This is an optimization exercise on Yosys and OpenROAD, whose aim is a short achievable clock period and few clock cycles, not a production implementation.
No activity file was given, so power comes from the tool's default toggle rates.

the baseline:
==> module execute_unit, before the edit <==
module execute_unit #(
	parameter int DQ_DEPTH = 3,
	localparam int IW = 12 + 3 + 7 + 7 + 7 + 16
) (
	input logic clk,
	input logic rst_n,
	input logic cand_valid,
	input logic [IW-1:0] cand,
	input logic ir_valid,
	input logic [IW-1:0] ir,
	output logic issue,
	output logic [7:1] rd_a_oh,
	output logic [7:1] rd_b_oh,
	input logic [31:0] rd_a_data,
	input logic [31:0] rd_b_data,
	output logic wb_we,
	output logic [2:0] wb_rd,
	output logic [31:0] wb_data,
	input logic ld_valid,
	input logic [2:0] ld_rd,
	output logic data_ok,
	output logic data_write,
	output logic [31:0] data_addr,
	output logic [31:0] data_wdata,
	output logic [2:0] data_rd,
	input logic data_start,
	output logic halt_done
);
	localparam int QW = $clog2(DQ_DEPTH + 1);
	localparam int PW = (DQ_DEPTH > 1) ? $clog2(DQ_DEPTH) : 1;
	typedef struct packed {
		logic mem, halt, st, ld, wr, urb, ura, breg, is_xor, is_or, is_and, sub;
		logic [2:0] rd;
		logic [7:1] ra_oh, rb_oh, rd_oh;
		logic [15:0] imm;
	} inst_t;
	inst_t d, c;
	logic hz;
	logic halt_issued;
	logic [7:1] pend, pend_n;
	logic [7:1] bsy_n, bsyld_n;
	logic room0, room1;
	logic h_stay, h_new0, h_new1;
	logic ex_valid;
	logic [31:0] ex_g, ex_p, ex_wd;
	logic ex_cin;
	logic ex_sel_and, ex_sel_or, ex_sel_xor;
	logic [2:0] ex_rd;
	logic [7:1] ex_rd_oh;
	logic ex_wr, ex_ld, ex_st, ex_halt;
	logic [31:0] sum, res;
	logic wb_valid;
	logic [31:0] wb_wd;
	logic [7:1] wb_rd_oh;
	logic wb_wr, wb_ld, wb_st, wb_halt;
	logic [QW-1:0] dq_cnt, dq_cnt_n;
	logic [PW-1:0] dq_rp, dq_wp;
	logic dq_w [DQ_DEPTH];
	logic [31:0] dq_a [DQ_DEPTH];
	logic [31:0] dq_d [DQ_DEPTH];
	logic [2:0] dq_r [DQ_DEPTH];
	logic push;
	logic wb_mem_n;
	logic [31:0] op_b;
	assign d = inst_t'(ir);
	assign c = inst_t'(cand);
	assign rd_a_oh = d.ra_oh;
	assign rd_b_oh = d.rb_oh;
	assign issue = ir_valid && !hz && !halt_issued;
	always_comb begin
		for (int i = 1; i < 8; i++)
			pend_n[i] = (pend[i] || (wb_valid && wb_ld && wb_rd_oh[i])) &&
				!(ld_valid && ld_rd == 3'(i));
	end
	assign bsy_n = ({7{ex_valid}} & ex_rd_oh) | pend_n;
	assign bsyld_n = ({7{ex_valid && ex_ld}} & ex_rd_oh) | pend_n;
	assign wb_mem_n = ex_valid && (ex_ld || ex_st);
	assign room0 = ((QW+1)'(dq_cnt_n) + (QW+1)'(wb_mem_n)) < (QW+1)'(DQ_DEPTH);
	assign room1 = ((QW+1)'(dq_cnt_n) + (QW+1)'(wb_mem_n)) < (QW+1)'(DQ_DEPTH - 1);
	assign h_stay = (d.ura && |(d.ra_oh & bsy_n)) || (d.urb && |(d.rb_oh & bsy_n)) ||
		|(d.rd_oh & bsyld_n) || (d.mem && !room0);
	assign h_new0 = (c.ura && |(c.ra_oh & bsy_n)) || (c.urb && |(c.rb_oh & bsy_n)) ||
		|(c.rd_oh & bsyld_n) || (c.mem && !room0);
	assign h_new1 = h_new0 ||
		(c.ura && |(c.ra_oh & d.rd_oh)) || (c.urb && |(c.rb_oh & d.rd_oh)) ||
		(d.ld && |(c.rd_oh & d.rd_oh)) || (c.mem && d.mem && !room1);
	always_ff @(posedge clk) begin
		if (!rst_n) begin
			ex_valid <= 1'b0;
			wb_valid <= 1'b0;
			halt_issued <= 1'b0;
			halt_done <= 1'b0;
			hz <= 1'b0;
		end else begin
			ex_valid <= issue;
			wb_valid <= ex_valid;
			if (issue && d.halt)
				halt_issued <= 1'b1;
			if (wb_valid && wb_halt)
				halt_done <= 1'b1;
			hz <= issue ? h_new1 : (ir_valid ? h_stay : h_new0);
		end
	end
	assign op_b = d.breg ? (d.sub ? ~rd_b_data : rd_b_data) : {{16{d.imm[15]}}, d.imm};
	always_ff @(posedge clk) begin
		ex_g <= rd_a_data & op_b;
		ex_p <= rd_a_data ^ op_b;
		ex_cin <= d.sub;
		ex_wd <= rd_b_data;
		ex_sel_and <= d.is_and;
		ex_sel_or <= d.is_or;
		ex_sel_xor <= d.is_xor;
		ex_rd <= d.rd;
		ex_rd_oh <= d.rd_oh;
		ex_wr <= d.wr;
		ex_ld <= d.ld;
		ex_st <= d.st;
		ex_halt <= d.halt;
	end
	always_comb begin
		logic [31:0] gg, pp, gn, pn;
		gg = ex_g;
		pp = ex_p;
		gg[0] = ex_g[0] | (ex_p[0] & ex_cin);
		for (int sp = 1; sp < 32; sp = sp * 2) begin
			gn = gg;
			pn = pp;
			for (int i = sp; i < 32; i++) begin
				gn[i] = gg[i] | (pp[i] & gg[i - sp]);
				pn[i] = pp[i] & pp[i - sp];
			end
			gg = gn;
			pp = pn;
		end
		sum = ex_p ^ {gg[30:0], ex_cin};
	end
	always_comb begin
		if (ex_sel_and) res = ex_g;
		else if (ex_sel_or) res = ex_g | ex_p;
		else if (ex_sel_xor) res = ex_p;
		else res = sum;
	end
	always_ff @(posedge clk) begin
		wb_data <= res;
		wb_wd <= ex_wd;
		wb_rd <= ex_rd;
		wb_rd_oh <= ex_rd_oh;
		wb_wr <= ex_wr;
		wb_ld <= ex_ld;
		wb_st <= ex_st;
		wb_halt <= ex_halt;
	end
	assign wb_we = wb_valid && wb_wr && !wb_ld;
	always_ff @(posedge clk) begin
		if (!rst_n)
			pend <= '0;
		else
			pend <= pend_n;
	end
	assign push = wb_valid && (wb_ld || wb_st);
	assign data_ok = (dq_cnt != '0);
	assign data_write = dq_w[dq_rp];
	assign data_addr = dq_a[dq_rp];
	assign data_wdata = dq_d[dq_rp];
	assign data_rd = dq_r[dq_rp];
	always_comb begin
		dq_cnt_n = dq_cnt;
		if (push && !data_start)
			dq_cnt_n = dq_cnt + 1'b1;
		else if (!push && data_start)
			dq_cnt_n = dq_cnt - 1'b1;
	end
	always_ff @(posedge clk) begin
		if (!rst_n) begin
			dq_cnt <= '0;
			dq_rp <= '0;
			dq_wp <= '0;
		end else begin
			dq_cnt <= dq_cnt_n;
			if (push)
				dq_wp <= (dq_wp == PW'(DQ_DEPTH - 1)) ? '0 : dq_wp + 1'b1;
			if (data_start)
				dq_rp <= (dq_rp == PW'(DQ_DEPTH - 1)) ? '0 : dq_rp + 1'b1;
		end
	end
	always_ff @(posedge clk) begin
		if (push) begin
			dq_w[dq_wp] <= wb_st;
			dq_a[dq_wp] <= wb_data;
			dq_d[dq_wp] <= wb_wd;
			dq_r[dq_wp] <= wb_rd;
		end
	end
endmodule
clock: 7.0 ns
lec_check: 0
abc_clock_period_in_ps: 1500
cap_margin: 20
core_margin: 2
core_utilization: 40
setup_slack_margin: 4.6
slew_margin: 20
run.sh (not shown) runs the stock make flow with config.mk's settings and CLKGATE_MAP_FILE= SYNTH_SCRIPT=/design/flow/synth_recipe.tcl, a recipe that flattens the netlist after the stock synthesis.
[inputs] the candidate vs the baseline
-- flow/design.v --
<<< the baseline, line 109
`timescale 1ns/1ps
module execute_unit #(
	parameter int DQ_DEPTH = 3,
	localparam int IW = 12 + 3 + 7 + 7 + 7 + 16
) (
>>> the candidate, line 109
`timescale 1ns/1ps
module execute_unit #(
	parameter int DQ_DEPTH = 4,
	localparam int IW = 12 + 3 + 7 + 7 + 7 + 16
) (
<<< the baseline, line 158
	logic [7:1] ex_rd_oh;
	logic ex_wr, ex_ld, ex_st, ex_halt;
	logic [31:0] sum, res;
	logic wb_valid;
	logic [31:0] wb_wd;
	logic [7:1] wb_rd_oh;
>>> the candidate, line 158
	logic [7:1] ex_rd_oh;
	logic ex_wr, ex_ld, ex_st, ex_halt;
	logic [31:0] carry;
	logic [31:0] res;
	logic wb_valid;
	logic [31:0] wb_g, wb_p, wb_c;
	logic wb_sel_and, wb_sel_or, wb_sel_xor;
	logic [31:0] wb_wd;
	logic [7:1] wb_rd_oh;
<<< the baseline, line 185
	assign bsyld_n = ({7{ex_valid && ex_ld}} & ex_rd_oh) | pend_n;
	assign wb_mem_n = ex_valid && (ex_ld || ex_st);
	assign room0 = ((QW+1)'(dq_cnt_n) + (QW+1)'(wb_mem_n)) < (QW+1)'(DQ_DEPTH);
	assign room1 = ((QW+1)'(dq_cnt_n) + (QW+1)'(wb_mem_n)) < (QW+1)'(DQ_DEPTH - 1);
	assign h_stay = (d.ura && |(d.ra_oh & bsy_n)) || (d.urb && |(d.rb_oh & bsy_n)) ||
		|(d.rd_oh & bsyld_n) || (d.mem && !room0);
>>> the candidate, line 188
	assign bsyld_n = ({7{ex_valid && ex_ld}} & ex_rd_oh) | pend_n;
	assign wb_mem_n = ex_valid && (ex_ld || ex_st);
	assign room0 = ((QW+2)'(dq_cnt) + (QW+2)'(push) + (QW+2)'(wb_mem_n)) < (QW+2)'(DQ_DEPTH);
	assign room1 = ((QW+2)'(dq_cnt) + (QW+2)'(push) + (QW+2)'(wb_mem_n)) < (QW+2)'(DQ_DEPTH - 1);
	assign h_stay = (d.ura && |(d.ra_oh & bsy_n)) || (d.urb && |(d.rb_oh & bsy_n)) ||
		|(d.rd_oh & bsyld_n) || (d.mem && !room0);
<<< the baseline, line 242
			pp = pn;
		end
		sum = ex_p ^ {gg[30:0], ex_cin};
	end
	always_comb begin
		if (ex_sel_and) res = ex_g;
		else if (ex_sel_or) res = ex_g | ex_p;
		else if (ex_sel_xor) res = ex_p;
		else res = sum;
	end
	always_ff @(posedge clk) begin
		wb_data <= res;
		wb_wd <= ex_wd;
		wb_rd <= ex_rd;
>>> the candidate, line 245
			pp = pn;
		end
		carry = {gg[30:0], ex_cin};
	end
	always_ff @(posedge clk) begin
		wb_g <= ex_g;
		wb_p <= ex_p;
		wb_c <= carry;
		wb_sel_and <= ex_sel_and;
		wb_sel_or <= ex_sel_or;
		wb_sel_xor <= ex_sel_xor;
		wb_wd <= ex_wd;
		wb_rd <= ex_rd;
<<< the baseline, line 260
		wb_halt <= ex_halt;
	end
	assign wb_we = wb_valid && wb_wr && !wb_ld;
	always_ff @(posedge clk) begin
>>> the candidate, line 262
		wb_halt <= ex_halt;
	end
	always_comb begin
		if (wb_sel_and) res = wb_g;
		else if (wb_sel_or) res = wb_g | wb_p;
		else if (wb_sel_xor) res = wb_p;
		else res = wb_p ^ wb_c;
	end
	assign wb_data = res;
	assign wb_we = wb_valid && wb_wr && !wb_ld;
	always_ff @(posedge clk) begin
Results
Taking the baseline as the reference, in the candidate buffers plus inverters on the worst setup path now sits lower, half-perimeter wire length of the detailed placement result saw an increase, power went up, clock period minus worst slack went down. The candidate — number of nets in the layout 59 higher, the baseline as reference. Buffers inserted during post-CTS setup optimization in the candidate is 1 lower than in the baseline. The candidate vs the baseline: global-route wire length before repair up by a few percent. Delta (the candidate minus the baseline): synthesized area per cell picked up an extra about 8%; die area rose about 8%; part of the power in the clock network shows a reduction of 0.4 points. In the candidate, the combinational power came out about 40% above the value in the baseline. Looking at highest routed metal layer, the met5 result is from the baseline; the met4 one comes from the candidate. Final hold slack of the baseline is on par with the candidate. The candidate vs the baseline — chip width climbed by a few percent. Area taken by multi-input logic gates of the baseline is on par with the candidate.
No run of this note included a check of the RTL's function; only the layout flow was run.

Another version of the RTL of cpu_top (not shown whole).
Size: about 3600 cells after synthesis, about 1100 flip-flops.
==> module fetch_decode, before the edit <==
module fetch_decode #(
	parameter logic [31:0] RESET_PC = '0,
	parameter int DEPTH = 4,
	parameter int PREF = 3,
	parameter bit BYPASS = 1'b1,
	localparam int IW = 12 + 3 + 7 + 7 + 7 + 16
) (
	input logic clk,
	input logic rst_n,
	output logic fetch_ok,
	output logic fetch_pref,
	output logic [31:0] fetch_addr,
	input logic fetch_start,
	input logic fw_valid,
	input logic [31:0] fw_data,
	output logic cand_valid,
	output logic [IW-1:0] cand,
	output logic ir_valid,
	output logic [IW-1:0] ir,
	input logic issue,
	output logic [7:1] kill_f
);
	localparam int CAP = DEPTH + 1;
	logic [31:0] pc;
	logic [CAP-1:0] cred;
	logic stop;
	logic [DEPTH-1:0] vld;
	logic [IW-1:0] bw [DEPTH];
	logic shift;
	logic [IW-1:0] fw_pd;
	logic take;
	logic from_buf;
	function automatic logic [7:1] onehot(input logic [2:0] r);
		for (int i = 1; i < 8; i++)
			onehot[i] = (r == 3'(i));
	endfunction
	function automatic logic [IW-1:0] predecode(input logic [31:0] w);
		logic [3:0] op;
		logic [2:0] rd;
		logic is_alu, is_sub, is_addi, is_ld, is_st, is_halt, writes;
		op = w[31:28];
		rd = w[26:24];
		is_alu = (op <= 4'h4);
		is_sub = (op == 4'h1);
		is_addi = (op == 4'h5);
		is_ld = (op == 4'h6) && (rd != 3'd0);
		is_st = (op == 4'h7);
		is_halt = (op == 4'hf);
		writes = (is_alu || is_addi || is_ld) && (rd != 3'd0);
		predecode = {
			is_ld || is_st,                          
			is_halt,                                 
			is_st,                                   
			is_ld,                                   
			writes,                                  
			is_alu || is_st,                         
			is_alu || is_addi || is_ld || is_st,     
			is_alu,                                  
			(op == 4'h4),                            
			(op == 4'h3),                            
			(op == 4'h2),                            
			is_sub,                                  
			rd, onehot(w[22:20]), onehot(w[18:16]),
			writes ? onehot(rd) : 7'd0, w[15:0]};
	endfunction
	function automatic logic [7:1] reads(input logic [IW-1:0] x);
		reads = (x[45] ? x[36:30] : 7'd0) | (x[46] ? x[29:23] : 7'd0);
	endfunction
	logic [7:1] rd_any;
	assign fw_pd = predecode(fw_data);
	always_comb begin
		rd_any = ir_valid ? reads(ir) : 7'd0;
		for (int i = 0; i < DEPTH; i++)
			if (vld[i])
				rd_any = rd_any | reads(bw[i]);
	end
	assign kill_f = {7{fw_valid && fw_pd[47]}} & fw_pd[22:16] & ~rd_any & ~reads(fw_pd);
	assign fetch_addr = pc;
	assign fetch_ok = cred[0] && !stop;
	assign fetch_pref = cred[PREF-1];
	assign from_buf = vld[0];
	assign cand_valid = from_buf || (BYPASS && fw_valid);
	assign cand = (!BYPASS || from_buf) ? bw[0] : fw_pd;
	assign take = issue || !ir_valid;
	always_ff @(posedge clk) begin
		if (!rst_n) begin
			pc <= RESET_PC;
			cred <= '1;
			stop <= 1'b0;
			vld <= '0;
			ir_valid <= 1'b0;
		end else begin
			if (fetch_start)
				pc <= pc + 32'd4;
			if (fetch_start && !issue)
				cred <= {1'b0, cred[CAP-1:1]};
			else if (!fetch_start && issue)
				cred <= {cred[CAP-2:0], 1'b1};
			if (fw_valid && fw_data[31:28] == 4'hf)
				stop <= 1'b1;
			if (shift && !fw_valid)
				vld <= {1'b0, vld[DEPTH-1:1]};
			else if (fw_valid && !take)
				vld <= {vld[DEPTH-2:0], 1'b1};
			if (take)
				ir_valid <= cand_valid;
		end
	end
	assign shift = take && from_buf;
	always_ff @(posedge clk) begin
		for (int i = 0; i < DEPTH; i++) begin
			if (shift) begin
				if (fw_valid && vld[i] && (i == DEPTH - 1 || !vld[(i < DEPTH - 1) ? i + 1 : i]))
					bw[i] <= fw_pd;
				else if (i < DEPTH - 1)
					bw[i] <= bw[(i < DEPTH - 1) ? i + 1 : i];
			end else if (fw_valid && !vld[i] && (i == 0 || vld[(i > 0) ? i - 1 : i])) begin
				bw[i] <= fw_pd;
			end
		end
		if (take)
			ir <= cand;
	end
endmodule
==> flow/config.mk <==
export PLATFORM = sky130hd
export DESIGN_NAME = cpu_top
export DESIGN_NICKNAME = cpu_top
export VERILOG_FILES = /design/flow/design.v
export SDC_FILE = /design/flow/constraint.sdc
export NUM_CORES = 4
export LEC_CHECK = 0
export ABC_CLOCK_PERIOD_IN_PS = 1500
export CAP_MARGIN = 20
export CORE_MARGIN = 2
export CORE_UTILIZATION = 40
export SETUP_SLACK_MARGIN = 4.6
export SLEW_MARGIN = 20
==> flow/constraint.sdc <==
create_clock -name core_clock -period 7.0 [get_ports {clk}]
set_input_delay 1.4000 -clock core_clock [delete_from_list [all_inputs] [get_ports {clk}]]
set_output_delay 1.4000 -clock core_clock [all_outputs]
set_load 0.01 [all_outputs]
Change:
--- a/flow/design.v
+++ b/flow/design.v
@@ -1,8 +1,9 @@
 `timescale 1ns/1ps
 module fetch_decode #(
 	parameter logic [31:0] RESET_PC = '0,
 	parameter int DEPTH = 4,
+	parameter int PW = 2,
 	parameter int PREF = 3,
 	parameter bit BYPASS = 1'b1,
 	localparam int IW = 12 + 3 + 7 + 7 + 7 + 16
 ) (
@@ -24,9 +25,9 @@
 	localparam int CAP = DEPTH + 1;
 	logic [31:0] pc;
 	logic [CAP-1:0] cred;
 	logic stop;
-	logic [DEPTH-1:0] vld;
+	logic [PW:0] cnt;
 	logic [IW-1:0] bw [DEPTH];
 	logic shift;
 	logic [IW-1:0] fw_pd;
 	logic take;
@@ -71,25 +72,30 @@
 	assign fw_pd = predecode(fw_data);
 	always_comb begin
 		rd_any = ir_valid ? reads(ir) : 7'd0;
 		for (int i = 0; i < DEPTH; i++)
-			if (vld[i])
+			if (cnt > (PW+1)'(i))
 				rd_any = rd_any | reads(bw[i]);
 	end
-	assign kill_f = {7{fw_valid && fw_pd[47]}} & fw_pd[22:16] & ~rd_any & ~reads(fw_pd);
+	always_ff @(posedge clk) begin
+		if (!rst_n)
+			kill_f <= '0;
+		else
+			kill_f <= {7{fw_valid && fw_pd[47]}} & fw_pd[22:16] & ~rd_any & ~reads(fw_pd);
+	end
 	assign fetch_addr = pc;
 	assign fetch_ok = cred[0] && !stop;
 	assign fetch_pref = cred[PREF-1];
-	assign from_buf = vld[0];
+	assign from_buf = (cnt != '0);
 	assign cand_valid = from_buf || (BYPASS && fw_valid);
 	assign cand = (!BYPASS || from_buf) ? bw[0] : fw_pd;
 	assign take = issue || !ir_valid;
 	always_ff @(posedge clk) begin
 		if (!rst_n) begin
 			pc <= RESET_PC;
 			cred <= '1;
 			stop <= 1'b0;
-			vld <= '0;
+			cnt <= '0;
 			ir_valid <= 1'b0;
 		end else begin
 			if (fetch_start)
 				pc <= pc + 32'd4;
@@ -99,24 +105,24 @@
 				cred <= {cred[CAP-2:0], 1'b1};
 			if (fw_valid && fw_data[31:28] == 4'hf)
 				stop <= 1'b1;
 			if (shift && !fw_valid)
-				vld <= {1'b0, vld[DEPTH-1:1]};
+				cnt <= cnt - 1'b1;
 			else if (fw_valid && !take)
-				vld <= {vld[DEPTH-2:0], 1'b1};
+				cnt <= cnt + 1'b1;
 			if (take)
 				ir_valid <= cand_valid;
 		end
 	end
 	assign shift = take && from_buf;
 	always_ff @(posedge clk) begin
 		for (int i = 0; i < DEPTH; i++) begin
 			if (shift) begin
-				if (fw_valid && vld[i] && (i == DEPTH - 1 || !vld[(i < DEPTH - 1) ? i + 1 : i]))
+				if (fw_valid && cnt == (PW+1)'(i + 1))
 					bw[i] <= fw_pd;
 				else if (i < DEPTH - 1)
 					bw[i] <= bw[(i < DEPTH - 1) ? i + 1 : i];
-			end else if (fw_valid && !vld[i] && (i == 0 || vld[(i > 0) ? i - 1 : i])) begin
+			end else if (fw_valid && cnt == (PW+1)'(i)) begin
 				bw[i] <= fw_pd;
 			end
 		end
 		if (take)
What happened: Sequential share of layout area is lower by 1.6 points; power is higher by 59%; register-to-register slack gains 0.12 ns; combinational power is higher to 8.1 times its value; routed wire length is higher by 5.5%; cell area is lower by 0.35%; setup slack gains 0.12 ns; final cell count is higher by 2.4%; fmax is higher by 4.6%; via count is higher by 5.7%; sequential cell count is higher by 6.
No functional check of the RTL was part of any run of this note.

==> afterwards: timing with drivers on the ports <==
Ports are ideal in the flow. The routed layouts listed here were re-timed in OpenROAD. Step 1 (the two cells are an assumption about what drives the block):
set clk [get_ports {clk}]
set_driving_cell -lib_cell sky130_fd_sc_hd__clkbuf_16 $clk
set_driving_cell -lib_cell sky130_fd_sc_hd__buf_2 [delete_from_list [all_inputs] $clk]
Step 2 times the ports against the registers' clock, not the clock port: input delays grow and output delays shrink by t, the midpoint of the rising clock arrivals with the driver on. Three values: ideal ports, drivers, drivers and shift; two values: the first two.
| run | t (ns) | setup slack, ns | slew at the worst register clock pin (ns) |
|---|---|---|---|
| the baseline | 0.761 | 4.107 / 4.137 / 3.376 | 0.07 / 0.07 |
| the candidate | 0.776 | 4.288 / 4.217 / 3.892 | 0.07 / 0.07 |
| the first run of note 2 | 0.772 | 4.206 / 4.206 / 3.943 | 0.07 / 0.07 |
| the second run of note 2 | 0.784 | 4.330 / 4.330 / 3.926 | 0.07 / 0.07 |
After both steps every run listed still meets setup and hold. For the baseline, which loses most, drivers alone change the setup slack by +0.030 ns; drivers and shift together by -0.731 ns.
